Context: an optimization exercise on an open-source flow, tuned for small area, a short achievable clock period and few clock cycles per item. The choices shown serve that exercise and are no tape-out recipe. RTL that was checked went through simulation tests only; none was proved equivalent to the original. Only the layout flow was run in runs 1 to 3; the RTL was not checked for function there. No activity file was given, so power comes from the tool's default toggle rates.

==> flow/design.v <==
package md2_pkg;
	localparam int BLOCK_BYTES = 16;
	localparam int STATE_BYTES = 48;
	localparam int ROUND_COUNT = 18;
	localparam logic [2047:0] PI_SBOX_FLAT = {
		8'h29,8'h2e,8'h43,8'hc9,8'ha2,8'hd8,8'h7c,8'h01,
		8'h3d,8'h36,8'h54,8'ha1,8'hec,8'hf0,8'h06,8'h13,
		8'h62,8'ha7,8'h05,8'hf3,8'hc0,8'hc7,8'h73,8'h8c,
		8'h98,8'h93,8'h2b,8'hd9,8'hbc,8'h4c,8'h82,8'hca,
		8'h1e,8'h9b,8'h57,8'h3c,8'hfd,8'hd4,8'he0,8'h16,
		8'h67,8'h42,8'h6f,8'h18,8'h8a,8'h17,8'he5,8'h12,
		8'hbe,8'h4e,8'hc4,8'hd6,8'hda,8'h9e,8'hde,8'h49,
		8'ha0,8'hfb,8'hf5,8'h8e,8'hbb,8'h2f,8'hee,8'h7a,
		8'ha9,8'h68,8'h79,8'h91,8'h15,8'hb2,8'h07,8'h3f,
		8'h94,8'hc2,8'h10,8'h89,8'h0b,8'h22,8'h5f,8'h21,
		8'h80,8'h7f,8'h5d,8'h9a,8'h5a,8'h90,8'h32,8'h27,
		8'h35,8'h3e,8'hcc,8'he7,8'hbf,8'hf7,8'h97,8'h03,
		8'hff,8'h19,8'h30,8'hb3,8'h48,8'ha5,8'hb5,8'hd1,
		8'hd7,8'h5e,8'h92,8'h2a,8'hac,8'h56,8'haa,8'hc6,
		8'h4f,8'hb8,8'h38,8'hd2,8'h96,8'ha4,8'h7d,8'hb6,
		8'h76,8'hfc,8'h6b,8'he2,8'h9c,8'h74,8'h04,8'hf1,
		8'h45,8'h9d,8'h70,8'h59,8'h64,8'h71,8'h87,8'h20,
		8'h86,8'h5b,8'hcf,8'h65,8'he6,8'h2d,8'ha8,8'h02,
		8'h1b,8'h60,8'h25,8'had,8'hae,8'hb0,8'hb9,8'hf6,
		8'h1c,8'h46,8'h61,8'h69,8'h34,8'h40,8'h7e,8'h0f,
		8'h55,8'h47,8'ha3,8'h23,8'hdd,8'h51,8'haf,8'h3a,
		8'hc3,8'h5c,8'hf9,8'hce,8'hba,8'hc5,8'hea,8'h26,
		8'h2c,8'h53,8'h0d,8'h6e,8'h85,8'h28,8'h84,8'h09,
		8'hd3,8'hdf,8'hcd,8'hf4,8'h41,8'h81,8'h4d,8'h52,
		8'h6a,8'hdc,8'h37,8'hc8,8'h6c,8'hc1,8'hab,8'hfa,
		8'h24,8'he1,8'h7b,8'h08,8'h0c,8'hbd,8'hb1,8'h4a,
		8'h78,8'h88,8'h95,8'h8b,8'he3,8'h63,8'he8,8'h6d,
		8'he9,8'hcb,8'hd5,8'hfe,8'h3b,8'h00,8'h1d,8'h39,
		8'hf2,8'hef,8'hb7,8'h0e,8'h66,8'h58,8'hd0,8'he4,
		8'ha6,8'h77,8'h72,8'hf8,8'heb,8'h75,8'h4b,8'h0a,
		8'h31,8'h44,8'h50,8'hb4,8'h8f,8'hed,8'h1f,8'h1a,
		8'hdb,8'h99,8'h8d,8'h33,8'h9f,8'h11,8'h83,8'h14
	};
	function automatic logic [7:0] pi_sbox(input logic [7:0] x);
		pi_sbox = PI_SBOX_FLAT[2047 - 8 * x -: 8];
	endfunction
endpackage
module md2_front (
	input  logic       push,
	output logic       full,
	input  logic [9:0] item,
	output logic       cmd_valid,
	output logic [7:0] cmd_data,
	output logic       cmd_byte,
	output logic       cmd_end,
	input  logic       ready
);
	assign full      = !ready;
	assign cmd_valid = push && (item[1] || item[0]);
	assign cmd_data  = item[9:2];
	assign cmd_byte  = item[1];
	assign cmd_end   = item[0];
endmodule
module md2_core (
	input  logic         clk,
	input  logic         arst_n,
	input  logic         cmd_valid,
	input  logic [7:0]   cmd_data,
	input  logic         cmd_byte,
	input  logic         cmd_end,
	output logic         ready,
	output logic         empty,
	input  logic         pop,
	output logic [127:0] result
);
	localparam int GROUPS = md2_pkg::BLOCK_BYTES;
	localparam logic [7:0] S0 = 8'h29;
	typedef enum logic [1:0] {
		S_ABS,
		S_PAD,
		S_CSUM,
		S_WAIT
	} state_t;
	typedef enum logic [1:0] {
		A_ABS,
		A_PAD,
		A_CSUM,
		A_OUT
	} after_t;
	state_t       state_q;
	after_t       after_q;
	logic         first_q;
	logic [3:0]   ph_q;
	logic         gap_q;
	logic [3:0]   j_q;
	logic         at_q;
	logic [4:0]   pad_q;
	logic [7:0]   l_q;
	logic [7:0]   sreg_q;
	logic         cu_q;
	logic         run_q;
	logic [1:0]   pass_q;
	logic [4:0]   round_q;
	logic         empty_q;
	logic [GROUPS-1:0][7:0] x0_q;
	logic [GROUPS-1:0][7:0] x1_q;
	logic [GROUPS-1:0][7:0] x2_q;
	logic [GROUPS-1:0][7:0] c_q;
	logic [7:0]   gx0_q;
	logic [7:0]   gx1_q;
	logic [7:0]   gx2_q;
	logic [7:0]   gc_q;
	logic         take;
	logic         step;
	logic         step0;
	logic         via_g;
	logic [3:0]   ph_nxt;
	logic [3:0]   j_nxt;
	logic         absorb;
	logic         csum_upd;
	logic         blk_last;
	logic [7:0]   b;
	logic [7:0]   s_out;
	logic [7:0]   h0z;
	logic [7:0]   h0f;
	logic [7:0]   e;
	logic [7:0]   se;
	logic [7:0]   y;
	logic [7:0]   sreg_nxt;
	logic [7:0]   c_head;
	logic [7:0]   c_new;
	logic [7:0]   tail0;
	logic [7:0]   tail1;
	logic [7:0]   tail2;
	logic [7:0]   tailc;
	assign step     = run_q && !gap_q;
	assign step0    = step && (round_q == 5'd0) && (pass_q == 2'd0) && (ph_q == 4'd0);
	assign via_g    = run_q && (gap_q || ((pass_q == 2'd2) && (round_q != 5'd17)));
	assign ready    = (state_q == S_ABS) && at_q;
	assign take     = ready && cmd_valid;
	assign absorb   = ((state_q == S_ABS) && cmd_valid && cmd_byte && at_q) ||
	                  (((state_q == S_PAD) || (state_q == S_CSUM)) && at_q);
	assign ph_nxt   = gap_q ? ph_q : ph_q + 1'b1;
	assign j_nxt    = absorb ? j_q + 1'b1 : j_q;
	assign csum_upd = absorb && (state_q != S_CSUM);
	assign blk_last = absorb && (j_q == 4'd15);
	assign b = (state_q == S_ABS) ? cmd_data :
	           (state_q == S_PAD) ? {3'b000, pad_q} : c_q[1];
	assign s_out = md2_pkg::pi_sbox(sreg_q);
	assign h0z = (first_q && round_q == 5'd0 && pass_q == 2'd0) ? 8'h00 : x0_q[0];
	assign h0f = first_q ? 8'h00 : x0_q[0];
	assign c_head = first_q ? 8'h00 : c_q[0];
	assign c_new  = c_head ^ s_out;
	assign e  = run_q ? h0z : (c_head ^ b);
	assign se = s_out ^ e;
	assign y  = step0 ? (h0z ^ S0) : se;
	always_comb begin
		sreg_nxt = 8'h00;
		if (run_q) begin
			if (gap_q) begin
				sreg_nxt = gx2_q + {3'b000, round_q};
			end else if (step0) begin
				sreg_nxt = h0z ^ S0;
			end else begin
				sreg_nxt = se;
			end
		end else if (csum_upd) begin
			sreg_nxt = cu_q ? se : (b ^ l_q);
		end
	end
	always_comb begin
		tail0 = x0_q[0];
		tail1 = x1_q[0];
		tail2 = x2_q[0];
		if (step) begin
			tail0 = x1_q[0];
			tail1 = x2_q[0];
			tail2 = y;
		end else if (absorb) begin
			tail1 = b;
			tail2 = b ^ h0f;
		end
	end
	assign tailc = cu_q ? c_new : c_q[0];
	for (genvar g = 0; g < GROUPS; g++) begin : g_res
		assign result[127 - 8 * g -: 8] = x0_q[g];
	end
	assign empty = empty_q;
	always_ff @(posedge clk) begin
		for (int k = 0; k < GROUPS - 1; k++) begin
			x1_q[k] <= x1_q[k + 1];
			x2_q[k] <= x2_q[k + 1];
			c_q[k]  <= c_q[k + 1];
		end
		x1_q[GROUPS - 1] <= via_g ? gx1_q : tail1;
		x2_q[GROUPS - 1] <= (step && !via_g) ? y : (via_g ? gx2_q : tail2);
		c_q[GROUPS - 1]  <= cu_q ? c_new : (via_g ? gc_q : c_q[0]);
		if (empty_q) begin
			for (int k = 0; k < GROUPS - 1; k++) begin
				x0_q[k] <= x0_q[k + 1];
			end
			x0_q[GROUPS - 1] <= via_g ? gx0_q : tail0;
		end
		gx0_q  <= tail0;
		gx1_q  <= tail1;
		gx2_q  <= tail2;
		gc_q   <= tailc;
		sreg_q <= sreg_nxt;
	end
	always_ff @(posedge clk or negedge arst_n) begin
		if (!arst_n) begin
			state_q <= S_ABS;
			after_q <= A_ABS;
			first_q <= 1'b1;
			pad_q   <= '0;
			ph_q    <= '0;
			gap_q   <= 1'b0;
			j_q     <= '0;
			at_q    <= 1'b1;
			l_q     <= '0;
			cu_q    <= 1'b0;
			run_q   <= 1'b0;
			pass_q  <= '0;
			round_q <= '0;
			empty_q <= 1'b1;
		end else begin
			ph_q   <= ph_nxt;
			j_q    <= j_nxt;
			at_q   <= (ph_nxt == j_nxt);
			cu_q   <= csum_upd;
			if (cu_q) begin
				l_q <= c_new;
			end
			if (pop && !empty_q) begin
				empty_q <= 1'b1;
			end
			case (state_q)
				S_ABS: begin
					if (take) begin
						if (cmd_byte && j_q == 4'd15) begin
							state_q <= S_WAIT;
							after_q <= cmd_end ? A_PAD : A_ABS;
							pad_q   <= 5'd16;
						end else if (cmd_end) begin
							state_q <= S_PAD;
							pad_q   <= 5'd16 - {1'b0, j_q} - {4'd0, cmd_byte};
						end
					end
				end
				S_PAD: begin
					if (blk_last) begin
						state_q <= S_WAIT;
						after_q <= A_CSUM;
					end
				end
				S_CSUM: begin
					if (blk_last) begin
						state_q <= S_WAIT;
						after_q <= A_OUT;
						l_q     <= '0;
					end
				end
				default: begin
				end
			endcase
			if ((blk_last || (state_q == S_WAIT && !run_q && ph_q == 4'd15)) && empty_q) begin
				run_q <= 1'b1;
			end
			if (gap_q) begin
				gap_q   <= 1'b0;
				round_q <= round_q + 1'b1;
			end else if (run_q && ph_q == 4'd15) begin
				pass_q <= (pass_q == 2'd2) ? 2'd0 : pass_q + 1'b1;
				if (pass_q == 2'd2) begin
					if (round_q == 5'd17) begin
						round_q <= '0;
						run_q   <= 1'b0;
						first_q <= 1'b0;
						case (after_q)
							A_ABS:  state_q <= S_ABS;
							A_PAD:  state_q <= S_PAD;
							A_CSUM: state_q <= S_CSUM;
							default: begin
								state_q <= S_ABS;
								empty_q <= 1'b0;
								first_q <= 1'b1;
							end
						endcase
					end else begin
						gap_q <= 1'b1;
					end
				end
			end
		end
	end
endmodule
module md2_digest_engine (
	input  logic               clk,
	input  logic               arst_n,
	input  logic               push,
	output logic               full,
	input  logic [9:0]         item,
	output logic               empty,
	input  logic               pop,
	output logic [127:0]       result
);
	logic       cmd_valid;
	logic [7:0] cmd_data;
	logic       cmd_byte;
	logic       cmd_end;
	logic       ready;
	md2_front u_front (
		.push     (push),
		.full     (full),
		.item     (item),
		.cmd_valid(cmd_valid),
		.cmd_data (cmd_data),
		.cmd_byte (cmd_byte),
		.cmd_end  (cmd_end),
		.ready    (ready)
	);
	md2_core u_core (
		.clk      (clk),
		.arst_n   (arst_n),
		.cmd_valid(cmd_valid),
		.cmd_data (cmd_data),
		.cmd_byte (cmd_byte),
		.cmd_end  (cmd_end),
		.ready    (ready),
		.empty    (empty),
		.pop      (pop),
		.result   (result)
	);
endmodule
==> flow/flow/run.sh <==
#!/bin/bash
# The standard layout (the standard.sh: the standard synthesis and ORFS
# from floorplan to finish), with one change: the buffers that placement puts
# on every input and output port are the platform's smallest plain buffer.
set -e
export BUFFER_PORTS_ARGS="-buffer_cell sky130_fd_sc_hd__buf_1"
bash standard.sh > standard.log 2>&1
==> flow/standard.sh <==
#!/bin/bash
# synth_recipe.tcl (not shown) runs the flow's synth.tcl, then flattens the netlist and writes it again
# the make line also repeats each setting of config.mk as NAME=value (left out here)
make -C /OpenROAD-flow-scripts/flow DESIGN_CONFIG=/design/flow/config.mk WORK_HOME=/design/flow/orfs CLKGATE_MAP_FILE= SYNTH_SCRIPT=/design/flow/synth_recipe.tcl "${@:-finish}"
==> flow/config.mk <==
export PLATFORM = sky130hd
export DESIGN_NAME = md2_digest_engine
export DESIGN_NICKNAME = md2_digest_engine
export VERILOG_FILES = /design/flow/design.v
export SDC_FILE = /design/flow/constraint.sdc
export NUM_CORES = 4
export LEC_CHECK = 0
export CAP_MARGIN = 20
export CORE_MARGIN = 2
export CORE_UTILIZATION = 40
export SETUP_SLACK_MARGIN = 4.0
export SLEW_MARGIN = 20
==> flow/constraint.sdc <==
create_clock -name core_clock -period 7.0 [get_ports {clk}]
set_input_delay 1.4000 -clock core_clock [delete_from_list [all_inputs] [get_ports {clk}]]
set_output_delay 1.4000 -clock core_clock [all_outputs]
set_load 0.01 [all_outputs]
==> results of run 1 <==
[power by group]
group | internal, mW | leakage, nW | switching, mW
logic | 1.67 | 3.17 | 2.68
registers | 4.34 | 5.52 | 0.309
clock network | 1.69 | 0.913 | 1.23
total | 7.70 | 9.60 | 4.22
[registers in the layout, indices dropped and copies added (netlist names)]
name            flops
u_core.c_q        128
u_core.x0_q       128
u_core.x1_q       128
u_core.x2_q       128
u_core.gc_q         8
u_core.gx0_q        8
u_core.gx1_q        8
u_core.gx2_q        8
u_core.l_q          8
u_core.sreg_q       8
u_core.pad_q        5
u_core.round_q      5
u_core.j_q          4
u_core.ph_q         4
u_core.after_q      2
u_core.pass_q       2
u_core.state_q      2
u_core.at_q         1
u_core.cu_q         1
u_core.empty_q      1
u_core.first_q      1
u_core.gap_q        1
u_core.run_q        1
[worst max-delay path, stage by stage (launching register included)]
cell      delay, ns
dfxtp_4        0.37
buf_12         0.15
buf_4          0.15
ha_4           0.23
nor2_2         0.35
nand2_1        0.15
a311oi_2       0.33
o21ai_1        0.19
and4b_2        0.38
xor2_2         0.21
o21ba_2        0.22
o21ai_2        0.18
[kinds of logic after synthesis]
kind of cell    after synthesis
flops                       590
simple gates                469
compound gates              378
buf+inv                     140
xor+xnor                     51
mux                          43
fa+ha+maj                    43
[how the worst min path moves through the flow]
stage	from	cells past startpoint	slack (ns)	end
after CTS	u_core.x2_q[93]	0	0.32	u_core.x2_q[85]
after global routing	u_core.c_q[32]	0	0.31	u_core.c_q[24]
after detailed placement	u_core.x2_q[14]	0	0.31	u_core.x2_q[6]
after floorplan	u_core.c_q[108]	0	0.31	u_core.c_q[100]
final	u_core.x2_q[31]	0	0.31	u_core.x2_q[23]
after global placement	u_core.x2_q[70]	0	0.31	u_core.x2_q[62]
[Yosys cell counts (8+ instances only)]
master       n  area (um^2)
dfxtp_1    424         8490
nand2_1    151          567
edfxtp_1   128         3840
nor2_1     110          413
a21oi_1     82          410
o21ai_0     81          405
clkbuf_1    58          218
ha_1        42          526
nand2b_1    39          244
dfrtp_1     35          876
inv_1       34          128
xnor2_1     34          298
nand3_1     33          165
nor2b_1     29          181
mux2i_1     21          210
buf_2       19         95.1
o211ai_1    18          135
a211oi_1    16          120
nor3_1      16         80.1
xor2_1      16          140
a31oi_1     15         93.8
nor3b_1     15          113
and2_1      14         87.6
buf_6       14          158
mux2_2      14          158
a311oi_1    12          105
o21ai_1     12         60.1
and3_1      10         62.6
o2111ai_1   10         87.6
nor4_1       9         56.3
o21a_1       9         67.6
a21o_1       8         60.1
a221oi_1     8         70.1
mux4_2       8          180
o221ai_1     8         70.1
o311ai_0     8         70.1
o31ai_1      8         60.1
[per-stage QoR]
stage	worst slack, ns	instances	util	cell area (um^2)	hold slack, ns
2_1_floorplan	4.00	1714	-	20500	0.310
3_3_place_gp	3.13	2446	0.427	21500	0.310
3_5_place_dp	3.17	2446	0.427	21500	0.312
4_1_cts	3.97	2586	0.476	23900	0.316
5_1_grt	3.89	2593	0.485	24400	0.310
6_report	3.97	2593	0.485	24400	0.312
[layout make-up]
| type | instances | area, um^2 | area share |
|---|---|---|---|
| clock buffer | 82 | 1620 | 0.0665 |
| timing repair buffer | 205 | 1230 | 0.0504 |
| multi-input combinational | 984 | 7000 | 0.287 |
| tap | 672 | 841 | 0.0345 |
| timing repair inverter | 1 | 7.51 | 0.000308 |
| inverter | 37 | 164 | 0.00673 |
| sequential | 590 | 13300 | 0.546 |
| clock inverter | 22 | 200 | 0.00822 |
[layer usage]
| metal | wire length, um | share of wire |
|---|---|---|
| met1 | 24200 | 0.43 |
| met2 | 25000 | 0.44 |
| met3 | 4310 | 0.076 |
| met4 | 2810 | 0.050 |
| met5 | 0 | 0 |
[what timing repair did]
item,in CTS,in global routing
buffers inserted,34,5
resized for setup,74,74
pin swaps,10,17
cloned,2,2
endpoints found under the setup margin,51,41
==> metrics.md, run 1 <==
| Metric | Value |
|---|---|
| Final Setup Violations | 0 |
| Synth Area in Adders | 0.0267 |
| Die area | 52900 um^2 |
| DRC violations left | 0 |
| H-Tree Depth | 2 |
| Fin. Hold Viols | 0 |
| Setup TNS | 0 ns |
| Vias in the first global route | roughly 13k |
| Tot Pwr | roughly 12 mW |
| Clock Pin Slew Worst Setup and Hold Paths | approximately 0.070 ns |
| Die height | between 200 and 250 um |
| Final min period | 3.03 ns |
| Post-DP HPWL | around 37000 um |
| Core area | between 50000 and 60000 um^2 |
| Synth warnings | 1 |
| Synth unique cells | 96 |
| Status | no timing/DRC/antenna violations |
| FILL cells | roughly 4.6k |
| Type of origin of the critical path | flip-flop |
| CTS sink count | roughly 600 |
| GRT Max-Usage Layer | met2 |
| Area Growth Syn to Fin | 19.3% |
| RSZ-0062 raised after global routing | yes |
| EDFF count, synth | about 130 |
| Vias per inst | ~5.4 |
| Largest net degree at the start of global routing | 80 |
| GRT Total Usage | 0.209 |
| Peak VDD IR | ~260 uV |
| Ys flop type | dfxtp_1 |
| Most common cell after layout, fill and taps aside | dfxtp_1 |
| Worst Hold Class | flip-flop to flip-flop |
| Routability cong. | approximately 0.96 |
| Seq/Total Area, Yosys | 0.650 |
| CP endpoint kind | flip-flop |
| Main combinational cell family by area after synthesis | compound AO/OA/AOI/OAI gates |
| Routed via count | ~14k |
| Grt total ovfl | 0 |
| TritonCTS buffer count | 55 |
| CP max FO | 12 |
| FF+latch count, synth | 590 |
| FP Rows | 82 |
| DR pass1 iterations | 6 |
| Most frequent cells in the layout | 420 x dfxtp_1, 149 x nand2_1, 142 x buf_1 |
| Max Cap Viol | 0 |
| Drt initial violations | between 1.5k and 2k |
| Ys async rst share | 0.0644 |
| CP Data Arrival Time | around 3.5 ns |
| Initial antenna violation count | 1 |
| Final Cycle Share | 0.433 |
| Worst skew pair latency | slightly below 0.6 ns |
| Synth Area in XOR/XNOR | 0.0222 |
| Leak Pwr | approximately 9.6 nW |
| Die X | 230 um |
| Worst setup path class | flip-flop to flip-flop |
| Worst-margin pin slew | a little under 1 ns |
| Cts hold-fix bufs | 0 |
| Required @ worst endpoint | 7.49 ns |
| Syn Nets | roughly 1.8k |
| CP Launch Point | u_core.sreg_q[0] |
| Met1 usage | 0.283 |
| Reg2reg path depth | 11 |
| CTS tree | yes |
| Port bufs | approximately 140 |
| Clk buf depth | 3 |
| Proportion of synthesized area in mux cells | 0.0268 |
| Global-route wire length before repair | 83600 um |
| ANT cells | 0 |
| FMAX | approximately 330 MHz |
| Post-Syn Area | approximately 20000 um^2 |
| Initial Utilization | 0.406 |
| Final wirelength | between 50000 and 60000 um |
| Worst setup endpoint | u_core.sreg_q[3] |
| Worst R2R Start | u_core.sreg_q[0] |
| Final Skew | 0.0161 ns |
| Share of cells above drive strength 1 | 0.156 |
| Root Buffer | clkbuf_16 |
| Fin. max-slew vios | 0 |
| Reg2reg end | u_core.sreg_q[3] |
| Post-synthesis simple-gate area fraction | 0.113 |
| GR Layer Usage met3 | 0.0456 |
| Compound-cell area share of the yosys netlist | 0.127 |
| Wire length per cell | roughly 22 um |
| # nets final | roughly 1.9k |
| Routing usage on met2 | 0.317 |
| Pwr Density | about 490 nW/um^2 |
| Rel. slew slack | 0.356 |
| Synthesized area per cell | about 12 um^2 |
| I/O pin total | between 100 and 150 |
| Worst R2R Setup Slack | 3.97 ns |
| Detail Route Antenna Nets | 0 |
| Synthesized instance count | 1714 |
==> run 2, diff against run 1 <==
--- a/flow/design.v
+++ b/flow/design.v
@@ -92,6 +92,9 @@
 	logic [4:0]   pad_q;
 	logic [7:0]   l_q;
 	logic [7:0]   sreg_q;
+	logic [7:0]   sreg2_q;
+	logic [7:0]   s_lo;
+	logic [7:0]   s_hi;
 	logic         cu_q;
 	logic         run_q;
 	logic [1:0]   pass_q;
@@ -141,7 +144,9 @@
 	assign blk_last = absorb && (j_q == 4'd15);
 	assign b = (state_q == S_ABS) ? cmd_data :
 	           (state_q == S_PAD) ? {3'b000, pad_q} : c_q[1];
-	assign s_out = md2_pkg::pi_sbox(sreg_q);
+	assign s_lo  = md2_pkg::pi_sbox(sreg_q);
+	assign s_hi  = md2_pkg::pi_sbox(sreg2_q);
+	assign s_out = {s_hi[7:4], s_lo[3:0]};
 	assign h0z = (first_q && round_q == 5'd0 && pass_q == 2'd0) ? 8'h00 : x0_q[0];
 	assign h0f = first_q ? 8'h00 : x0_q[0];
 	assign c_head = first_q ? 8'h00 : c_q[0];
@@ -212,6 +217,7 @@
 			gap_q   <= 1'b0;
 			j_q     <= '0;
 			at_q    <= 1'b1;
+			sreg2_q <= '0;
 			l_q     <= '0;
 			cu_q    <= 1'b0;
 			run_q   <= 1'b0;
@@ -220,6 +226,7 @@
 			empty_q <= 1'b1;
 		end else begin
 			ph_q   <= ph_nxt;
+			sreg2_q <= sreg_nxt;
 			j_q    <= j_nxt;
 			at_q   <= (ph_nxt == j_nxt);
 			cu_q   <= csum_upd;
==> metrics.md, run 2 <==
| Metric | Value |
|---|---|
| Worst Hold Class | flip-flop to flip-flop (unchanged) |
| Final min period | 3.07 ns (was 3.03 ns) |
| Core area | 51200 um^2 (was 50300 um^2) |
| CTS sink count | 598 (was 590) |
| Area Growth Syn to Fin | 21.2% (was 19.3%) |
| Seq/Total Area, Yosys | 0.654 (was 0.650) |
| Cts hold-fix bufs | 0 (unchanged) |
| FF+latch count, synth | 598 (was 590) |
| Final Setup Violations | 0 (unchanged) |
| Routed via count | 14.2k (was 14.1k) |
| Most numerous cell in the Yosys netlist | dfxtp_1 (unchanged) |
| Post-synthesis simple-gate area fraction | 0.107 (was 0.113) |
| Syn Nets | 1796 (was 1771) |
| Worst path max stage delay | 0.35 ns (was 0.38 ns) |
| Synthesized area per cell | 11.8 um^2 (was 11.9 um^2) |
| Most frequent cells in the layout | 421 x dfxtp_1, 155 x nand2_1, 142 x buf_1 (was 420 x dfxtp_1, 149 x nand2_1, 142 x buf_1) |
| Synth warnings | 1 (unchanged) |
| Share of cells above drive strength 1 | 0.177 (was 0.156) |
| Clk buf depth | 3 (unchanged) |
| RSZ-0062 raised after global routing | yes (unchanged) |
| Top post-synthesis cells by count | 424 x dfxtp_1, 157 x nand2_1, 128 x edfxtp_1, 102 x nor2_1, 97 x o21ai_0 (was 424 x dfxtp_1, 151 x nand2_1, 128 x edfxtp_1, 110 x nor2_1, 82 x a21oi_1) |
| Top cells by area, synth | dfxtp_1 41%, edfxtp_1 19%, dfrtp_1 5.2% (was dfxtp_1 42%, edfxtp_1 19%, dfrtp_1 4.3%) |
| CP endpoint kind | flip-flop (unchanged) |
| Max Cap Viol | 0 (unchanged) |
| Die area | 53400 um^2 (was 52900 um^2) |
| Proportion of synthesized area in mux cells | 0.0302 (was 0.0268) |
| Type of origin of the critical path | flip-flop (unchanged) |
| Worst skew pair latency | 0.58 ns (was 0.59 ns) |
| Cell taking the most area after synthesis | dfxtp_1 (unchanged) |
| Peak VDD IR | 237 uV (was 262 uV) |
| Initial Utilization | 0.403 (was 0.406) |
| Die X | 231 um (was 230 um) |
| Grt total ovfl | 0 (unchanged) |
| Port bufs | 143 (unchanged) |
| Leak Pwr | 9.94 nW (was 9.60 nW) |
| Status | no timing/DRC/antenna violations (unchanged) |
| # nets final | 1986 (was 1931) |
| Root Buffer | clkbuf_16 (unchanged) |
| Synth Area in Adders | 0.0239 (was 0.0267) |
| Largest net degree at the start of global routing | 74 (was 80) |
| Worst R2R Start | u_core.sreg_q[0] (unchanged) |
| Most common cell type on the critical path | buf_4 |
| Initial antenna violation count | 0 (was 1) |
| Post-DP HPWL | 32700 um (was 36500 um) |
| I/O pin total | 144 (unchanged) |
| Global-route wire length before repair | 79600 um (was 83600 um) |
| Clock Pin Slew Worst Setup and Hold Paths | 0.06 ns (was 0.07 ns) |
| CP Launch Point | u_core.sreg_q[0] (unchanged) |
| Worst setup endpoint | u_core.gx2_q[3] (was u_core.sreg_q[3]) |
| Synthesized instance count | 1744 (was 1714) |
| H-Tree Depth | 2 (unchanged) |
| Fin. Hold Viols | 0 (unchanged) |
| CP Data Arrival Time | 3.53 ns (was 3.52 ns) |
| Wire length per cell | 19.6 um (was 21.7 um) |
| EDFF count, synth | 128 (unchanged) |
| Worst-margin pin slew | 0.903 ns (was 0.963 ns) |
| ANT cells | 0 (unchanged) |
| Fin. max-slew vios | 0 (unchanged) |
| Most common cell after layout, fill and taps aside | dfxtp_1 (unchanged) |
| Final Cycle Share | 0.438 (was 0.433) |
| Routability cong. | 0.916 (was 0.962) |
| Synth Area in XOR/XNOR | 0.0233 (was 0.0222) |
| Synth unique cells | 92 (was 96) |
| CP max FO | 8 (was 12) |
| Drt initial violations | 1193 (was 1599) |
| Post-Syn Area | 20600 um^2 (was 20400 um^2) |
| Rel. slew slack | 0.398 (was 0.356) |
| Compound-cell area share of the yosys netlist | 0.129 (was 0.127) |
| Setup TNS | 0 ns (unchanged) |
| Detail Route Antenna Nets | 0 (unchanged) |
| Main combinational cell family by area after synthesis | compound AO/OA/AOI/OAI gates (unchanged) |
| Reg2reg path depth | 13 (was 11) |
| FMAX | 326 MHz (was 330 MHz) |
| CTS tree | yes (unchanged) |
| Final wirelength | 52000 um (was 56300 um) |
| Worst setup path class | flip-flop to flip-flop (unchanged) |
| Required @ worst endpoint | 7.46 ns (was 7.49 ns) |
| Ys flop type | dfxtp_1 (unchanged) |
| GRT Total Usage | 0.189 (was 0.209) |
| DRC violations left | 0 (unchanged) |
| DR pass1 iterations | 8 (was 6) |
| Vias per inst | 5.33 (was 5.43) |
| Slowest stage cell on the critical path | dfxtp_4 (was and4b_2) |
| Worst R2R Setup Slack | 3.93 ns (was 3.97 ns) |
| TritonCTS buffer count | 54 (was 55) |
| CP cell instances | buf_12 > ha_1 > or2_2 > a31oi_1 > a221oi_2 > o21ai_1 > a311oi_2 > buf_4 > xor2_4 > a41oi_2 > a21oi_2 > buf_4 > mux2_2 (was buf_12 > buf_4 > ha_4 > nor2_2 > nand2_1 > a311oi_2 > o21ai_1 > and4b_2 > xor2_2 > o21ba_2 > o21ai_2) |
| Synth top area share | 0.411 (was 0.416) |
| Tot Pwr | 12.3 mW (was 11.9 mW) |
| Reg2reg end | u_core.gx2_q[3] (was u_core.sreg_q[3]) |
| Ys async rst share | 0.0769 (was 0.0644) |
| Pwr Density | 490 nW/um^2 (was 489 nW/um^2) |
| Final Skew | 0.0182 ns (was 0.0161 ns) |
| Vias in the first global route | 13.6k (was 13.5k) |
| Die height | 231 um (was 230 um) |
| FP Rows | 83 (was 82) |
[run 2: area by class of cell]
cell class	count	area [um^2]
Fill cell	4557	26200
Timing Repair inverter	1	7.51
Tap cell	680	851
Multi-Input combinational cell	1000	7080
Timing Repair Buffer	237	1450
Inverter	42	183
Clock inverter	25	277
Clock buffer	76	1650
Sequential cell	598	13500
[run 2: critical path: cells and delay by family, from the launching register on]
kind / cells / cell delay, ns
AOI/OAI and AO/OA: 6 / 1.05
xor gates and xnor gates: 1 / 0.16
buffers and inverters: 3 / 0.48
muxes: 1 / 0.25
DFF: 1 / 0.35
adders and majority gates: 1 / 0.33
and+or+nand+nor: 1 / 0.34
[run 2: cell families after synthesis]
logic type,Yosys count
adders and majority gates,39
muxes,55
AOI/OAI and AO/OA,393
and+or+nand+nor,458
DFF,598
buffers and inverters,146
xor gates and xnor gates,55
[run 2: worst min path at each step]
stage	from	to	slack, ns	cells after the start
6_report	u_core.c_q[27]	u_core.c_q[19]	0.32	0
5_1_grt	u_core.x1_q[26]	u_core.x1_q[18]	0.33	0
4_1_cts	u_core.c_q[27]	u_core.c_q[19]	0.32	0
3_5_place_dp	u_core.c_q[78]	u_core.c_q[70]	0.31	0
3_3_place_gp	u_core.x1_q[70]	u_core.x1_q[62]	0.31	0
2_1_floorplan	u_core.c_q[108]	u_core.c_q[100]	0.31	0
[run 2: power by group]
group	switching (mW)	total, mW	internal (mW)
Sequential	0.343	4.76	4.42
Combinational	2.54	4.42	1.88
Clock	1.26	3.07	1.81
[run 2: routing by layer]
| metal | GRT usage | part of all wire | vias up |
|---|---|---|---|
| met5 | 0 | 0 | - |
| met4 | 0.0706 | 0.034 | 0 |
| met3 | 0.0249 | 0.057 | 145 |
| met2 | 0.310 | 0.47 | 530 |
| met1 | 0.257 | 0.44 | 6919 |
| li1 | - | - | 6577 |
[run 2: metrics by stage]
| step | instances | area, um^2 | hold slack (ns) | util | worst slack [ns] |
|---|---|---|---|---|---|
| after detailed placement | 2482 | 21700 | 0.312 | 0.423 | 3.21 |
| after floorplan | 1744 | 20700 | 0.310 | - | 4.00 |
| after CTS | 2636 | 24600 | 0.322 | 0.480 | 3.92 |
| after global routing | 2659 | 25000 | 0.328 | 0.489 | 3.80 |
| after global placement | 2482 | 21700 | 0.310 | 0.423 | 3.15 |
| final | 2659 | 25000 | 0.323 | 0.489 | 3.93 |
[run 2: what timing repair did]
action                                  CTS  global route
endpoints found under the setup margin   59            53
buffers inserted                         50            22
pin swaps                                22            21
resized for setup                       107            57
cloned                                    3             1
==> run 3, diff against run 2 <==
--- a/flow/design.v
+++ b/flow/design.v
@@ -92,9 +92,6 @@
 	logic [4:0]   pad_q;
 	logic [7:0]   l_q;
 	logic [7:0]   sreg_q;
-	logic [7:0]   sreg2_q;
-	logic [7:0]   s_lo;
-	logic [7:0]   s_hi;
 	logic         cu_q;
 	logic         run_q;
 	logic [1:0]   pass_q;
@@ -125,6 +122,8 @@
 	logic [7:0]   se;
 	logic [7:0]   y;
 	logic [7:0]   sreg_nxt;
+	logic [7:0]   sreg_early;
+	logic         se_sel;
 	logic [7:0]   c_head;
 	logic [7:0]   c_new;
 	logic [7:0]   tail0;
@@ -144,9 +143,7 @@
 	assign blk_last = absorb && (j_q == 4'd15);
 	assign b = (state_q == S_ABS) ? cmd_data :
 	           (state_q == S_PAD) ? {3'b000, pad_q} : c_q[1];
-	assign s_lo  = md2_pkg::pi_sbox(sreg_q);
-	assign s_hi  = md2_pkg::pi_sbox(sreg2_q);
-	assign s_out = {s_hi[7:4], s_lo[3:0]};
+	assign s_out = md2_pkg::pi_sbox(sreg_q);
 	assign h0z = (first_q && round_q == 5'd0 && pass_q == 2'd0) ? 8'h00 : x0_q[0];
 	assign h0f = first_q ? 8'h00 : x0_q[0];
 	assign c_head = first_q ? 8'h00 : c_q[0];
@@ -154,20 +151,18 @@
 	assign e  = run_q ? h0z : (c_head ^ b);
 	assign se = s_out ^ e;
 	assign y  = step0 ? (h0z ^ S0) : se;
+	assign se_sel = (step && !step0) || (!run_q && csum_upd && cu_q);
 	always_comb begin
-		sreg_nxt = 8'h00;
-		if (run_q) begin
-			if (gap_q) begin
-				sreg_nxt = gx2_q + {3'b000, round_q};
-			end else if (step0) begin
-				sreg_nxt = h0z ^ S0;
-			end else begin
-				sreg_nxt = se;
-			end
-		end else if (csum_upd) begin
-			sreg_nxt = cu_q ? se : (b ^ l_q);
+		sreg_early = 8'h00;
+		if (gap_q) begin
+			sreg_early = gx2_q + {3'b000, round_q};
+		end else if (step0) begin
+			sreg_early = h0z ^ S0;
+		end else if (!run_q && csum_upd) begin
+			sreg_early = b ^ l_q;
 		end
 	end
+	assign sreg_nxt = se_sel ? se : sreg_early;
 	always_comb begin
 		tail0 = x0_q[0];
 		tail1 = x1_q[0];
@@ -217,7 +212,6 @@
 			gap_q   <= 1'b0;
 			j_q     <= '0;
 			at_q    <= 1'b1;
-			sreg2_q <= '0;
 			l_q     <= '0;
 			cu_q    <= 1'b0;
 			run_q   <= 1'b0;
@@ -226,7 +220,6 @@
 			empty_q <= 1'b1;
 		end else begin
 			ph_q   <= ph_nxt;
-			sreg2_q <= sreg_nxt;
 			j_q    <= j_nxt;
 			at_q   <= (ph_nxt == j_nxt);
 			cu_q   <= csum_upd;
==> metrics.md, run 3 <==
| Metric | Value |
|---|---|
| Drt initial violations | 1537 (was 1193) |
| Final min period | 3.14 ns (was 3.07 ns) |
| Wire length per cell | 21.4 um (was 19.6 um) |
| Cell taking the most area after synthesis | dfxtp_1 (unchanged) |
| DR pass1 iterations | 6 (was 8) |
| Max Cap Viol | 0 (unchanged) |
| Global-route wire length before repair | 81300 um (was 79600 um) |
| Fin. Hold Viols | 0 (unchanged) |
| CP Data Arrival Time | 3.67 ns (was 3.53 ns) |
| Type of origin of the critical path | flip-flop (unchanged) |
| CP endpoint kind | flip-flop (unchanged) |
| Die X | 229 um (was 231 um) |
| TritonCTS buffer count | 53 (was 54) |
| CTS tree | yes (unchanged) |
| Syn Nets | 1731 (was 1796) |
| Peak VDD IR | 270 uV (was 237 uV) |
| Final wirelength | 54900 um (was 52000 um) |
| Synthesized area per cell | 12.0 um^2 (was 11.8 um^2) |
| CP cell instances | buf_12 > inv_4 > ha_2 > nand2_1 > a21oi_1 > a211oi_1 > a311oi_2 > o31a_1 > a2bb2oi_4 > mux2_1 > a21oi_1 (was buf_12 > ha_1 > or2_2 > a31oi_1 > a221oi_2 > o21ai_1 > a311oi_2 > buf_4 > xor2_4 > a41oi_2 > a21oi_2 > buf_4 > mux2_2) |
| Post-place setup slack | 2.71 ns (was 3.21 ns) |
| FP Rows | 82 (was 83) |
| Die area | 52200 um^2 (was 53400 um^2) |
| GRT Max-Usage Layer | met2 (unchanged) |
| Most common cell after layout, fill and taps aside | dfxtp_1 (unchanged) |
| Synth unique cells | 100 (was 92) |
| FF+latch count, synth | 590 (was 598) |
| FMAX | 319 MHz (was 326 MHz) |
| Share of cells above drive strength 1 | 0.164 (was 0.177) |
| Port bufs | 143 (unchanged) |
| Top post-synthesis cells by count | 424 x dfxtp_1, 148 x nand2_1, 128 x edfxtp_1, 102 x a21oi_1, 100 x nor2_1 (was 424 x dfxtp_1, 157 x nand2_1, 128 x edfxtp_1, 102 x nor2_1, 97 x o21ai_0) |
| Seq/Total Area, Yosys | 0.659 (was 0.654) |
| Detail Route Antenna Nets | 0 (unchanged) |
| Most numerous cell in the Yosys netlist | dfxtp_1 (unchanged) |
| Final Cycle Share | 0.448 (was 0.438) |
| Required @ worst endpoint | 7.54 ns (was 7.46 ns) |
| EDFF count, synth | 128 (unchanged) |
| Routed via count | 13.9k (was 14.2k) |
| Routing usage on met2 | 0.314 (was 0.310) |
| Status | no timing/DRC/antenna violations (unchanged) |
| Final Setup Violations | 0 (unchanged) |
| H-Tree Depth | 2 (unchanged) |
| Post-DP HPWL | 34100 um (was 32700 um) |
| Met1 usage | 0.276 (was 0.257) |
| Pwr Density | 496 nW/um^2 (was 490 nW/um^2) |
| Clk buf depth | 3 (unchanged) |
| Final worst slack | 3.86 ns (was 3.93 ns) |
| Leak Pwr | 9.28 nW (was 9.94 nW) |
| Setup TNS | 0 ns (unchanged) |
| RSZ-0062 raised after global routing | yes (unchanged) |
| Worst-margin pin slew | 1.05 ns (was 0.903 ns) |
| Synth warnings | 1 (unchanged) |
| Most common cell type on the critical path | a21oi_1 (was buf_4) |
| Ys flop type | dfxtp_1 (unchanged) |
| Synthesized instance count | 1686 (was 1744) |
| Worst setup path class | flip-flop to flip-flop (unchanged) |
| CP max FO | 7 (was 8) |
| Vias in the first global route | 13.4k (was 13.6k) |
| Routability cong. | 0.979 (was 0.916) |
| Top cells by area, synth | dfxtp_1 42%, edfxtp_1 19%, dfrtp_1 4.3% (was dfxtp_1 41%, edfxtp_1 19%, dfrtp_1 5.2%) |
| Root Buffer | clkbuf_16 (unchanged) |
| GR Layer Usage met3 | 0.0457 (was 0.0249) |
| Crit path max-delay family | compound AO/OA/AOI/OAI gates (unchanged) |
| Most frequent cells in the layout | 418 x dfxtp_1, 148 x nand2_1, 142 x buf_1 (was 421 x dfxtp_1, 155 x nand2_1, 142 x buf_1) |
| Final Skew | 0.0222 ns (was 0.0182 ns) |
| Die height | 229 um (was 231 um) |
| Grt total ovfl | 0 (unchanged) |
| Area Growth Syn to Fin | 20.3% (was 21.2%) |
| Clock Pin Slew Worst Setup and Hold Paths | 0.07 ns (was 0.06 ns) |
| Vias per inst | 5.39 (was 5.33) |
| Initial Utilization | 0.404 (was 0.403) |
| Cts hold-fix bufs | 0 (unchanged) |
| DRC violations left | 0 (unchanged) |
| Slowest stage cell on the critical path | a311oi_2 (was dfxtp_4) |
| Rel. slew slack | 0.299 (was 0.398) |
| Post-Syn Area | 20200 um^2 (was 20600 um^2) |
| Worst skew pair latency | 0.62 ns (was 0.58 ns) |
| I/O pin total | 144 (unchanged) |
| Largest net degree at the start of global routing | 85 (was 74) |
| # nets final | 1900 (was 1986) |
| Worst Hold Class | flip-flop to flip-flop (unchanged) |
| Initial antenna violation count | 1 (was 0) |
| Worst path max stage delay | 0.42 ns (was 0.35 ns) |
| Fin. max-slew vios | 0 (unchanged) |
| CTS sink count | 590 (was 598) |
| Core area | 50000 um^2 (was 51200 um^2) |
| GRT Total Usage | 0.203 (was 0.189) |
| Ys async rst share | 0.0644 (was 0.0769) |
| WP buf/inv | 2 (was 3) |
| Synth top area share | 0.421 (was 0.411) |
==> run 3: changes by cell type after synthesis, moves of 8 or more <==
cell      delta
a21oi_1     +18
dfrtp_1      -8
mux2_2      -11
nand2_1      -9
nand2b_1     -8
nor3_1       +8
o21ai_0     -15
o311ai_1     +8
or2_2        -8
==> run 3: stage by stage <==
step                      instance area, um^2  utilization  total power, mW  hold slack (ns)  std cells
after global routing                    24300        0.485             12.5            0.323       2572
final                                   24300        0.486             12.0            0.313       2573
after detailed placement                21200        0.423             7.95            0.312       2417
after global placement                  21200        0.423             8.01            0.310       2417
after floorplan                         20200            -             6.91            0.310       1686
after CTS                               23700        0.474             11.5            0.316       2544
==> run 3: worst paths after layout <==
path	startpoint	endpoint	slack, ns	cells after the start
setup reg to reg	u_core.sreg_q[1]	u_core.gc_q[4]	3.86	11
min in group asynchronous	arst_n	u_core.run_q	0.94	1
hold reg to reg	u_core.x2_q[110]	u_core.x2_q[102]	0.31	0
setup / recovery	u_core.sreg_q[1]	u_core.gc_q[4]	3.86	11
hold / removal	u_core.x2_q[110]	u_core.x2_q[102]	0.31	0
max in group asynchronous	arst_n	u_core.state_q[1]	5.41	1
==> run 3: timing repair <==
item                       CTS  global route
pin swaps                   12            30
setup endpoints to repair   61            51
buffers inserted            23            26
cloned                       4             2
gates resized for setup     80            75
==> run 3: metal layers <==
metal | part of all wire | wire, um
met3 | 0.086 | 4750
met4 | 0.039 | 2160
met5 | 0 | 0
met1 | 0.43 | 23400
met2 | 0.45 | 24700
==> run 3: cells by family after synthesis <==
family	after synthesis	share of synthesized area
adders and majority gates	31	0.0196
xor gates and xnor gates	65	0.0293
and+or+nand+nor	423	0.102
DFF	590	0.659
buffers and inverters	142	0.0344
AOI/OAI and AO/OA	394	0.131
muxes	41	0.0244
==> run 3: where the power goes <==
part | internal (mW) | switching, mW | total [mW]
clock | 1.71 | 1.24 | 2.95
combinational | 1.80 | 2.72 | 4.52
sequential | 4.26 | 0.308 | 4.56
total | 7.77 | 4.27 | 12.0
==> run 3: final cells by class <==
| class | instances | area (um^2) |
|---|---|---|
| clock buffer | 82 | 1680 |
| clock inverter | 18 | 184 |
| multi-input combinational | 955 | 6740 |
| inverter | 39 | 168 |
| antenna | 1 | 2.50 |
| sequential | 590 | 13300 |
| fill | 4493 | 25700 |
| tap | 672 | 841 |
| timing repair inverter | 1 | 5.00 |
| timing repair buffer | 215 | 1330 |
==> run 4, diff against run 3 <==
--- a/flow/design.v
+++ b/flow/design.v
@@ -188,7 +188,7 @@
 			c_q[k]  <= c_q[k + 1];
 		end
 		x1_q[GROUPS - 1] <= via_g ? gx1_q : tail1;
-		x2_q[GROUPS - 1] <= (step && !via_g) ? y : (via_g ? gx2_q : tail2);
+		x2_q[GROUPS - 1] <= (step && !step0 && !via_g) ? se : (via_g ? gx2_q : tail2);
 		c_q[GROUPS - 1]  <= cu_q ? c_new : (via_g ? gc_q : c_q[0]);
 		if (empty_q) begin
 			for (int k = 0; k < GROUPS - 1; k++) begin
@@ -198,7 +198,7 @@
 		end
 		gx0_q  <= tail0;
 		gx1_q  <= tail1;
-		gx2_q  <= tail2;
+		gx2_q  <= (step && !step0) ? se : tail2;
 		gc_q   <= tailc;
 		sreg_q <= sreg_nxt;
 	end
==> metrics.md, run 4 <==
| Metric | Value |
|---|---|
| Max Cap Viol | 0 (unchanged) |
| Die height | 228 um (was 229 um) |
| Pwr Density | 477 nW/um^2 (was 496 nW/um^2) |
| Met3 WL | 4450 um (was 4750 um) |
| Vias per inst | 5.37 (was 5.39) |
| Routability cong. | 0.961 (was 0.979) |
| GRT Total Usage | 0.204 (was 0.203) |
| Core area | 49900 um^2 (was 50000 um^2) |
| Top layer in use | met5 (was met4) |
| Worst Hold Class | flip-flop to flip-flop (unchanged) |
| Synth warnings | 1 (unchanged) |
| Rel. slew slack | 0.380 (was 0.299) |
| CP max FO | 11 (was 7) |
| Worst skew pair latency | 0.62 ns (about the same) |
| Final Skew | 0.0310 ns (was 0.0222 ns) |
| CP Data Arrival Time | 3.59 ns (was 3.67 ns) |
| Most common cell type on the critical path | a21oi_1 (unchanged) |
| CTS tree | yes (unchanged) |
| Syn Nets | 1738 (was 1731) |
| Routed via count | 13.7k (was 13.9k) |
| # nets final | 1882 (was 1900) |
| I/O pin total | 144 (unchanged) |
| DRC violations left | 0 (unchanged) |
| Setup TNS | 0 ns (unchanged) |
| Post-DP HPWL | 35000 um (was 34100 um) |
| Fin. max-slew vios | 0 (unchanged) |
| Required @ worst endpoint | 7.54 ns (about the same) |
| Type of origin of the critical path | flip-flop (unchanged) |
| Synthesized instance count | 1684 (was 1686) |
| Final Setup Violations | 0 (unchanged) |
| Post-Syn Area | 20100 um^2 (was 20200 um^2) |
| FMAX | 328 MHz (was 319 MHz) |
| Global-route wire length before repair | 81600 um (was 81300 um) |
| Top cells by area, synth | dfxtp_1 42%, edfxtp_1 19%, dfrtp_1 4.4% (was dfxtp_1 42%, edfxtp_1 19%, dfrtp_1 4.3%) |
| Status | no timing/DRC/antenna violations (unchanged) |
| Fin. Hold Viols | 0 (unchanged) |
| Most frequent cells in the layout | 419 x dfxtp_1, 149 x nand2_1, 142 x buf_1 (was 418 x dfxtp_1, 148 x nand2_1, 142 x buf_1) |
| Final Cycle Share | 0.436 (was 0.448) |
| Synth unique cells | 91 (was 100) |
| Initial antenna violation count | 2 (was 1) |
| M1 WL | 22700 um (was 23400 um) |
| Detail Route Antenna Nets | 0 (unchanged) |
| Synth top area share | 0.423 (was 0.421) |
| FILL cells | 4600 (was 4493) |
| Share of cells above drive strength 1 | 0.135 (was 0.164) |
| Drt initial violations | 1526 (was 1537) |
| FP Rows | 82 (unchanged) |
| FF+latch count, synth | 590 (unchanged) |
| Worst path max stage delay | 0.58 ns (was 0.42 ns) |
| Root Buffer | clkbuf_16 (unchanged) |
| Peak VDD IR | 234 uV (was 270 uV) |
| Grt total ovfl | 0 (unchanged) |
| Largest net degree at the start of global routing | 76 (was 85) |
| Port bufs | 143 (unchanged) |
| Tot Pwr | 11.3 mW (was 12.0 mW) |
| Met2 wire length | 24600 um (was 24700 um) |
| DR pass1 iterations | 6 (unchanged) |
| Clock Pin Slew Worst Setup and Hold Paths | 0.06 ns (was 0.07 ns) |
| H-Tree Depth | 2 (unchanged) |
| Most common cell after layout, fill and taps aside | dfxtp_1 (unchanged) |
| Most numerous cell in the Yosys netlist | dfxtp_1 (unchanged) |
| TritonCTS buffer count | 57 (was 53) |
| Slowest stage cell on the critical path | a211oi_1 (was a311oi_2) |
| CTS sink count | 590 (unchanged) |
| Leak Pwr | 9.43 nW (was 9.28 nW) |
| EDFF count, synth | 128 (unchanged) |
| Cell taking the most area after synthesis | dfxtp_1 (unchanged) |
| CP cell instances | buf_12 > inv_4 > ha_4 > buf_4 > or2_2 > a21oi_1 > nor2_1 > a211oi_1 > a21oi_1 > o211ai_4 > xnor2_2 > a21oi_2 (was buf_12 > inv_4 > ha_2 > nand2_1 > a21oi_1 > a211oi_1 > a311oi_2 > o31a_1 > a2bb2oi_4 > mux2_1 > a21oi_1) |
| RSZ-0062 raised after global routing | yes (unchanged) |
| Worst-margin pin slew | 0.930 ns (was 1.05 ns) |
| Ys flop type | dfxtp_1 (unchanged) |
| Die X | 228 um (was 229 um) |
| Final min period | 3.05 ns (was 3.14 ns) |
| Clk buf depth | 3 (unchanged) |
| Die area | 52000 um^2 (was 52200 um^2) |
| Top post-synthesis cells by count | 424 x dfxtp_1, 152 x nand2_1, 128 x edfxtp_1, 106 x nor2_1, 86 x a21oi_1 (was 424 x dfxtp_1, 148 x nand2_1, 128 x edfxtp_1, 102 x a21oi_1, 100 x nor2_1) |
| Vias in the first global route | 13.3k (was 13.4k) |
| CP endpoint kind | flip-flop (unchanged) |
| Area Growth Syn to Fin | 18.3% (was 20.3%) |
| Ys async rst share | 0.0644 (unchanged) |
| Wire length per cell | 21.4 um (about the same) |
| Final wirelength | 54400 um (was 54900 um) |
| Synthesized area per cell | 11.9 um^2 (was 12.0 um^2) |
| Initial Utilization | 0.403 (was 0.404) |
| Worst setup path class | flip-flop to flip-flop (unchanged) |
| ANT cells | 0 (was 1) |
| Seq/Total Area, Yosys | 0.661 (was 0.659) |
[run 4: cell count changes in the layout (fill, tap and decap cells not counted), sizes merged, moves of 6 or more]
cell / before / now
a21oi: 102 / 86
o31ai: 1 / 7
or2: 1 / 7
xnor2: 45 / 37
a21o: 5 / 14
a211o: 10 / 3
a311oi: 8 / 15
nor2: 101 / 107
o221ai: 8 / 14
and2: 6 / 14
ha: 30 / 39
buf: 211 / 185
o21ai: 90 / 96
mux2: 20 / 6
[run 4: report_power, final]
part	leakage (nW)	internal [mW]	switching, mW
Sequential	5.52	4.23	0.271
Clock	0.938	1.75	1.27
Combinational	2.98	1.37	2.45
Total	9.43	7.36	3.99
[run 4: per-stage QoR]
| stage | setup slack, ns | instances | utilization | hold slack [ns] | instance area, um^2 |
|---|---|---|---|---|---|
| 2_1_floorplan | 4.00 | 1684 | - | 0.310 | 20100 |
| 4_1_cts | 3.96 | 2531 | 0.469 | 0.320 | 23400 |
| 5_1_grt | 3.87 | 2545 | 0.477 | 0.324 | 23800 |
| 3_5_place_dp | 3.10 | 2414 | 0.423 | 0.312 | 21100 |
| 3_3_place_gp | 3.09 | 2414 | 0.423 | 0.310 | 21100 |
| 6_report | 3.95 | 2545 | 0.477 | 0.320 | 23800 |
[run 4: what timing repair did]
action	CTS	global route
gates cloned	0	1
endpoints found under the setup margin	59	54
setup buffers	13	13
pin swaps	7	8
resized for setup	54	52
hold buffers	0	0
[run 4: worst paths after layout]
kind / from / to / slack [ns] / cells past startpoint
max: u_core.sreg_q[0] / u_core.c_q[120] / 3.95 / 12
min: u_core.x2_q[73] / u_core.x2_q[65] / 0.32 / 0
max reg2reg: u_core.sreg_q[0] / u_core.c_q[120] / 3.95 / 12
min reg2reg: u_core.x2_q[73] / u_core.x2_q[65] / 0.32 / 0
max in group asynchronous: arst_n / u_core.run_q / 5.44 / 1
min in group asynchronous: arst_n / u_core.ph_q[0] / 0.91 / 1
[run 4: cell families (layout without fill, tap and decap cells)]
group	Yosys count	in the layout	share of synthesized area
AOI/OAI and AO/OA	390	390	0.131
DFF	590	590	0.661
xor gates and xnor gates	62	62	0.0274
and+or+nand+nor	430	430	0.102
buffers and inverters	142	331	0.0344
muxes	30	30	0.0184
adders and majority gates	40	40	0.0253
[run 4: critical path: cells and delay by family, from the launching register on]
| family | cells | cell delay (ns) |
|---|---|---|
| AND/OR/NAND/NOR | 2 | 0.39 |
| flip-flops | 1 | 0.40 |
| XOR/XNOR | 1 | 0.14 |
| AO/OA/AOI/OAI | 5 | 1.36 |
| adder cells (fa/ha/maj) | 1 | 0.27 |
| buffers and inverters | 3 | 0.40 |
[run 4: cell type report]
cell class | instances | area (um^2) | area share
multi-input combinational | 952 | 6510 | 0.274
clock buffer | 83 | 1710 | 0.0720
inverter | 39 | 158 | 0.00663
clock inverter | 21 | 209 | 0.00879
sequential | 590 | 13300 | 0.560
timing repair buffer | 188 | 1030 | 0.0432
tap | 672 | 841 | 0.0354
[run 4: metal layers]
| metal | GRT usage | vias to the layer above |
|---|---|---|
| met5 | 0 | - |
| met4 | 0.102 | 2 |
| met3 | 0.0464 | 158 |
| met2 | 0.316 | 659 |
| met1 | 0.270 | 6604 |
| li1 | - | 6252 |
Testbench counts of run 4, summed over its fixed seeds: cycles 387,439, bytes 4,355.
==> run 5, diff against run 4 <==
--- a/flow/config.mk
+++ b/flow/config.mk
@@ -8,5 +8,6 @@
 export CAP_MARGIN = 20
 export CORE_MARGIN = 2
 export CORE_UTILIZATION = 40
+export PLACE_DENSITY = 0.5
 export SETUP_SLACK_MARGIN = 4.0
 export SLEW_MARGIN = 20
==> metrics.md, run 5 <==
| Metric | Value |
|---|---|
| Drt initial violations | 1113 (was 1526) |
| FMAX | 336 MHz (was 328 MHz) |
| Leak Pwr | 9.57 nW (was 9.43 nW) |
| Routed via count | 13.6k (was 13.7k) |
| CTS tree | yes (unchanged) |
| Peak VDD IR | 254 uV (was 234 uV) |
| Clock Power Share | 0.262 (was 0.266) |
| Most numerous cell in the Yosys netlist | dfxtp_1 (unchanged) |
| Final Skew | 0.0278 ns (was 0.0310 ns) |
| Routability cong. | 0.912 (was 0.961) |
| Clk buf depth | 3 (unchanged) |
| Post-DP HPWL | 34100 um (was 35000 um) |
| Main combinational cell family by area after synthesis | compound AO/OA/AOI/OAI gates (unchanged) |
| Met3 WL | 4150 um (was 4450 um) |
| ANT cells | 0 (unchanged) |
| Area Growth Syn to Fin | 19.6% (was 18.3%) |
| Synth top area share | 0.423 (unchanged) |
| Cell taking the most area after synthesis | dfxtp_1 (unchanged) |
| FF+latch count, synth | 590 (unchanged) |
| Wire length per cell | 21.4 um (about the same) |
| Fin. Hold Viols | 0 (unchanged) |
| Fin. max-slew vios | 0 (unchanged) |
| Ys async rst share | 0.0644 (unchanged) |
| Worst-margin pin slew | 0.975 ns (was 0.930 ns) |
| Detail Route Antenna Nets | 0 (unchanged) |
| Top cells by area, synth | dfxtp_1 42%, edfxtp_1 19%, dfrtp_1 4.4% (unchanged) |
| Synth unique cells | 91 (unchanged) |
| Combinational fraction of design power | 0.351 (was 0.337) |
| Tot Pwr | 11.6 mW (was 11.3 mW) |
| Final wirelength | 54700 um (was 54400 um) |
| Switching share of power | 0.349 (was 0.352) |
| Synth Area in Adders | 0.0253 (unchanged) |
| DR pass1 iterations | 5 (was 6) |
| Reg2reg end | u_core.x2_q[126] (was u_core.c_q[120]) |
| GRT Total Usage | 0.205 (was 0.204) |
| Final worst slack | 4.03 ns (was 3.95 ns) |
| Post-Syn Area | 20100 um^2 (unchanged) |
| Top layer in use | met4 (was met5) |
| Port bufs | 143 (unchanged) |
| Synthesized instance count | 1684 (unchanged) |
| Worst Hold Class | flip-flop to flip-flop (unchanged) |
| Pwr Density | 483 nW/um^2 (was 477 nW/um^2) |
| Seq/Total Area, Yosys | 0.661 (unchanged) |
| FP Rows | 82 (unchanged) |
| Grt total ovfl | 0 (unchanged) |
| Final Setup Violations | 0 (unchanged) |
| Initial Utilization | 0.403 (unchanged) |
| Synthesized area per cell | 11.9 um^2 (unchanged) |
| Required @ worst endpoint | 7.51 ns (was 7.54 ns) |
| TritonCTS buffer count | 56 (was 57) |
| Root Buffer | clkbuf_16 (unchanged) |
| Most frequent cells in the layout | 419 x dfxtp_1, 150 x nand2_1, 142 x buf_1 (was 419 x dfxtp_1, 149 x nand2_1, 142 x buf_1) |
| P_int | 7.56 mW (was 7.36 mW) |
| Worst setup path class | flip-flop to flip-flop (unchanged) |
| Die height | 228 um (unchanged) |
| Final Cycle Share | 0.425 (was 0.436) |
| Reg2reg path depth | 12 (unchanged) |
| Rel. slew slack | 0.345 (was 0.380) |
| Met2 wire length | 23600 um (was 24600 um) |
| Setup TNS | 0 ns (unchanged) |
| M1 WL | 24700 um (was 22700 um) |
| FILL cells | 4560 (was 4600) |
| CP max FO | 10 (was 11) |
| Vias in the first global route | 13.3k (about the same) |
| Hold Path Stages | 0 (unchanged) |
| Post-synthesis simple-gate area fraction | 0.102 (unchanged) |
| CP Data Arrival Time | 3.48 ns (was 3.59 ns) |
| H-Tree Depth | 2 (unchanged) |
| Largest net degree at the start of global routing | 69 (was 76) |
| Clock Pin Slew Worst Setup and Hold Paths | 0.08 ns (was 0.06 ns) |
| Placed cells | 2415 (was 2414) |
| Compound-cell area share of the yosys netlist | 0.131 (unchanged) |
| Die X | 228 um (unchanged) |
| CTS sink count | 590 (unchanged) |
| Most common cell after layout, fill and taps aside | dfxtp_1 (unchanged) |
| Post-Layout Cell Count | 2550 (was 2545) |
| Type of origin of the critical path | flip-flop (unchanged) |
| Switching power | 4.05 mW (was 3.99 mW) |
| Global-route wire length before repair | 81900 um (was 81600 um) |
| Max Cap Viol | 0 (unchanged) |
| Synth Area in XOR/XNOR | 0.0274 (unchanged) |
| Proportion of synthesized area in mux cells | 0.0184 (unchanged) |
| Core area | 49900 um^2 (unchanged) |
| Post-place setup slack | 3.27 ns (was 3.10 ns) |
| Worst skew pair latency | 0.60 ns (was 0.62 ns) |
| Status | no timing/DRC/antenna violations (unchanged) |
| Die area | 52000 um^2 (unchanged) |
| # nets final | 1887 (was 1882) |
| Vias per inst | 5.32 (was 5.37) |
| Fin area | 24000 um^2 (was 23800 um^2) |
| Hold_sp | u_core.x1_q[13] (was u_core.x2_q[73]) |
| Top post-synthesis cells by count | 424 x dfxtp_1, 152 x nand2_1, 128 x edfxtp_1, 106 x nor2_1, 86 x a21oi_1 (unchanged) |
| Synth warnings | 1 (unchanged) |
| EDFF count, synth | 128 (unchanged) |
| RSZ-0062 raised after global routing | yes (unchanged) |
| Hold endpoint | u_core.x1_q[5] (was u_core.x2_q[65]) |
| Ys flop type | dfxtp_1 (unchanged) |
| Syn Nets | 1738 (unchanged) |
| Sequential cell fraction of total power | 0.386 (was 0.397) |
| I/O pin total | 144 (unchanged) |
| DRC violations left | 0 (unchanged) |
| Share of cells above drive strength 1 | 0.143 (was 0.135) |
| Initial antenna violation count | 3 (was 2) |
| CP endpoint kind | flip-flop (unchanged) |
| Final min period | 2.97 ns (was 3.05 ns) |
| Worst R2R Start | u_core.sreg_q[1] (was u_core.sreg_q[0]) |
| Worst R2R Setup Slack | 4.03 ns (was 3.95 ns) |
| Area of placed instances | 21100 um^2 (about the same) |
-- run 5: cell families after synthesis --
kind of cell | count (synthesis)
mux | 30
xor+xnor | 62
simple gates | 430
buf+inv | 142
flops | 590
fa+ha+maj | 40
compound gates | 390
-- run 5: area by class of cell --
| cell class | instances | area [um^2] | area share |
|---|---|---|---|
| sequential | 590 | 13300 | 0.554 |
| multi-input combinational | 952 | 6570 | 0.274 |
| clock buffer | 79 | 1720 | 0.0714 |
| timing repair buffer | 194 | 1210 | 0.0505 |
| tap | 672 | 841 | 0.0350 |
| clock inverter | 24 | 208 | 0.00865 |
| inverter | 39 | 161 | 0.00672 |
-- run 5: repair_timing --
| item | CTS | global route |
|---|---|---|
| hold buffers | 0 | 0 |
| pin swaps | 6 | 17 |
| buffers inserted | 15 | 12 |
| gates resized for setup | 60 | 65 |
| setup endpoints to repair | 51 | 55 |
| gates cloned | 4 | 1 |
-- run 5: stage by stage --
step | hold WS (ns) | utilization
after CTS | 0.316 | 0.474
after global routing | 0.311 | 0.482
after detailed placement | 0.312 | 0.424
after floorplan | 0.310 | -
after global placement | 0.310 | 0.424
final | 0.309 | 0.482
-- run 5: layer usage --
| layer | GRT usage | up-vias |
|---|---|---|
| met2 | 0.309 | 586 |
| met5 | 0 | - |
| li1 | - | 6279 |
| met1 | 0.286 | 6545 |
| met3 | 0.0425 | 145 |
| met4 | 0.0878 | 0 |
-- run 5: critical path, cell delays in order, from the launching register on --
cell and delay [ns]:
dfxtp_4 0.40, clkinvlp_4 0.17, buf_4 0.20, buf_4 0.15, ha_4 0.21, mux4_2 0.47
nand2_1 0.10, o311ai_2 0.12, o22ai_2 0.28, nand2b_1 0.16, mux2i_1 0.09, a211o_1 0.33
o221ai_1 0.20
-- run 5: how the worst max path moves through the flow --
stage | startpoint | cells after the start | slack, ns | end
2_1_floorplan | u_core.sreg_q[1] | 14 | 4.00 | u_core.sreg_q[3]
3_3_place_gp | u_core.sreg_q[3] | 8 | 3.16 | u_core.x2_q[124]
3_5_place_dp | item[1] | 9 | 3.27 | u_core.sreg_q[5]
4_1_cts | u_core.sreg_q[0] | 12 | 3.94 | u_core.x2_q[120]
5_1_grt | u_core.sreg_q[2] | 12 | 3.95 | u_core.gc_q[7]
6_report | u_core.sreg_q[1] | 12 | 4.03 | u_core.x2_q[126]
-- run 5: power by group through the flow --
| stage | sequential, mW | combinational (mW) | clock (mW) |
|---|---|---|---|
| 2_1_floorplan | 4.42 | 2.35 | 0 |
| 6_report | 4.49 | 4.08 | 3.05 |
| 3_5_place_dp | 4.58 | 3.16 | 0 |
| 5_1_grt | 4.56 | 4.26 | 3.27 |
| 4_1_cts | 4.49 | 3.64 | 3.13 |
| 3_3_place_gp | 4.57 | 3.23 | 0 |
==> run 6, diff against run 5 <==
--- a/flow/config.mk
+++ b/flow/config.mk
@@ -5,6 +5,7 @@
 export SDC_FILE = /design/flow/constraint.sdc
 export NUM_CORES = 4
 export LEC_CHECK = 0
+export ABC_AREA = 1
 export CAP_MARGIN = 20
 export CORE_MARGIN = 2
 export CORE_UTILIZATION = 40
==> metrics.md, run 6 <==
| Metric | Value |
|---|---|
| Port bufs | 143 (unchanged) |
| Reg2reg path depth | 12 (unchanged) |
| GR Layer Usage met3 | 0.0425 (about the same) |
| CTS sink count | 590 (unchanged) |
| CTS tree | yes (unchanged) |
| Leak Pwr | 10.0 nW (was 9.57 nW) |
| Crit path max-delay family | flip-flops (was compound AO/OA/AOI/OAI gates) |
| CP max FO | 4 (was 10) |
| Die area | 51400 um^2 (was 52000 um^2) |
| Met1 usage | 0.282 (was 0.286) |
| Vias in the first global route | 13.2k (was 13.3k) |
| ANT cells | 0 (unchanged) |
| Syn Nets | 1980 (was 1738) |
| Top post-synthesis cells by count | 424 x dfxtp_1, 399 x nand2_1, 317 x nand3_1, 128 x edfxtp_1, 111 x inv_1 (was 424 x dfxtp_1, 152 x nand2_1, 128 x edfxtp_1, 106 x nor2_1, 86 x a21oi_1) |
| Hold_sp | u_core.x2_q[44] (was u_core.x1_q[13]) |
| Routing usage on met2 | 0.308 (was 0.309) |
| CP Data Arrival Time | 1.51 ns (was 3.48 ns) |
| Post-Syn Area | 19900 um^2 (was 20100 um^2) |
| Worst R2R Start | u_core.sreg_q[3] (was u_core.sreg_q[1]) |
| Final worst slack | 4.09 ns (was 4.03 ns) |
| Fin. Hold Viols | 0 (unchanged) |
| Peak VDD IR | 250 uV (was 254 uV) |
| Final Setup Violations | 0 (unchanged) |
| Status | no timing/DRC/antenna violations (unchanged) |
| H-Tree Depth | 2 (unchanged) |
| Clk buf depth | 3 (unchanged) |
| # nets final | 2124 (was 1887) |
| Cts hold-fix bufs | 0 (unchanged) |
| Routed via count | 14.0k (was 13.6k) |
| Worst skew pair latency | 0.60 ns (about the same) |
| Initial Utilization | 0.406 (was 0.403) |
| Most numerous cell in the Yosys netlist | dfxtp_1 (unchanged) |
| Die X | 227 um (was 228 um) |
| Detail Route Antenna Nets | 0 (unchanged) |
| Worst-margin pin slew | 0.967 ns (was 0.975 ns) |
| Required @ worst endpoint | 5.60 ns (was 7.51 ns) |
| FMAX | 344 MHz (was 336 MHz) |
| Seq/Total Area, Yosys | 0.669 (was 0.661) |
| Pwr Density | 476 nW/um^2 (was 483 nW/um^2) |
| Global-route wire length before repair | 78700 um (was 81900 um) |
| Initial antenna violation count | 1 (was 3) |
| Hold endpoint | u_core.x2_q[36] (was u_core.x1_q[5]) |
| Worst path max stage delay | 0.42 ns (was 0.47 ns) |
| Cell taking the most area after synthesis | dfxtp_1 (unchanged) |
| Post-place setup slack | 3.35 ns (was 3.27 ns) |
| Top cells by area, synth | dfxtp_1 43%, edfxtp_1 19%, nand3_1 8.0% (was dfxtp_1 42%, edfxtp_1 19%, dfrtp_1 4.4%) |
| Vias per inst | 5.04 (was 5.32) |
| Drt initial violations | 1256 (was 1113) |
| Type of origin of the critical path | flip-flop (unchanged) |
[run 6: worst max-delay path by stage]
stage	slack, ns	from	cells after the start	endpoint
detailed placement	3.35	push	12	u_core.sreg_q[0]
global placement	3.38	push	12	u_core.sreg_q[0]
CTS	3.92	u_core.state_q[1]	4	full
global route	3.99	u_core.sreg_q[1]	13	u_core.sreg_q[1]
floorplan	4.26	u_core.empty_q	0	empty
finish	4.09	u_core.state_q[1]	4	full
[run 6: worst reg2reg max path: stages, from the launching register on]
cell	delay, ns
dfxtp_4	0.56
inv_4	0.27
buf_6	0.33
nor2_1	0.35
nand2_1	0.15
nand2_1	0.09
nand3_1	0.09
nand3_1	0.13
nand3_1	0.23
nand2_2	0.19
xor2_2	0.22
nand2_1	0.08
nand2_1	0.14
[run 6: power breakdown]
group	internal (mW)	switching, mW
clock	1.92	1.29
sequential	4.24	0.319
combinational	0.901	2.34
[run 6: metrics by stage]
| stage | utilization | cell area (um^2) | instances | power (mW) |
|---|---|---|---|---|
| floorplan | - | 19900 | 1926 | 6.64 |
| finish | 0.473 | 23200 | 2783 | 11.0 |
| detailed placement | 0.427 | 20900 | 2663 | 7.69 |
| CTS | 0.470 | 23000 | 2775 | 11.0 |
| global route | 0.473 | 23200 | 2783 | 11.6 |
| global placement | 0.427 | 20900 | 2663 | 7.73 |
[run 6: cells by family after synthesis]
kind of cell,count (synthesis),synth area share
fa+ha+maj,40,0.0256
simple gates,850,0.188
buf+inv,204,0.0444
mux,2,0.00101
compound gates,207,0.0559
xor+xnor,33,0.0157
flops,590,0.669
[run 6: final cells by class]
type                       count  area, um^2
fill                        4612       25800
multi-input combinational   1133        5780
clock inverter                25         253
inverter                     124         479
tap                          664         831
timing repair buffer         161         691
timing repair inverter         2        10.0
clock buffer                  84        1810
sequential                   590       13300
[run 6: per-layer routing]
layer / share of wire / vias up
li1: - / 6695
met1: 0.45 / 6675
met2: 0.44 / 537
met3: 0.074 / 119
met4: 0.039 / 0
met5: 0 / -
[run 6: what timing repair did]
item | in CTS | in global routing
buffers inserted | 3 | 5
gates cloned | 0 | 3
resized for setup | 11 | 27
pin swaps | 1 | 1
endpoints found under the setup margin | 48 | 46

Re-timed with assumed drivers on the ports (clkbuf_16 on the clock, buf_2 on other inputs), run 6 has 4.035 ns of setup slack against 4.092 ns with ideal ports, and 3.616 ns once port delays also move by the mid clock arrival of 0.653 ns.
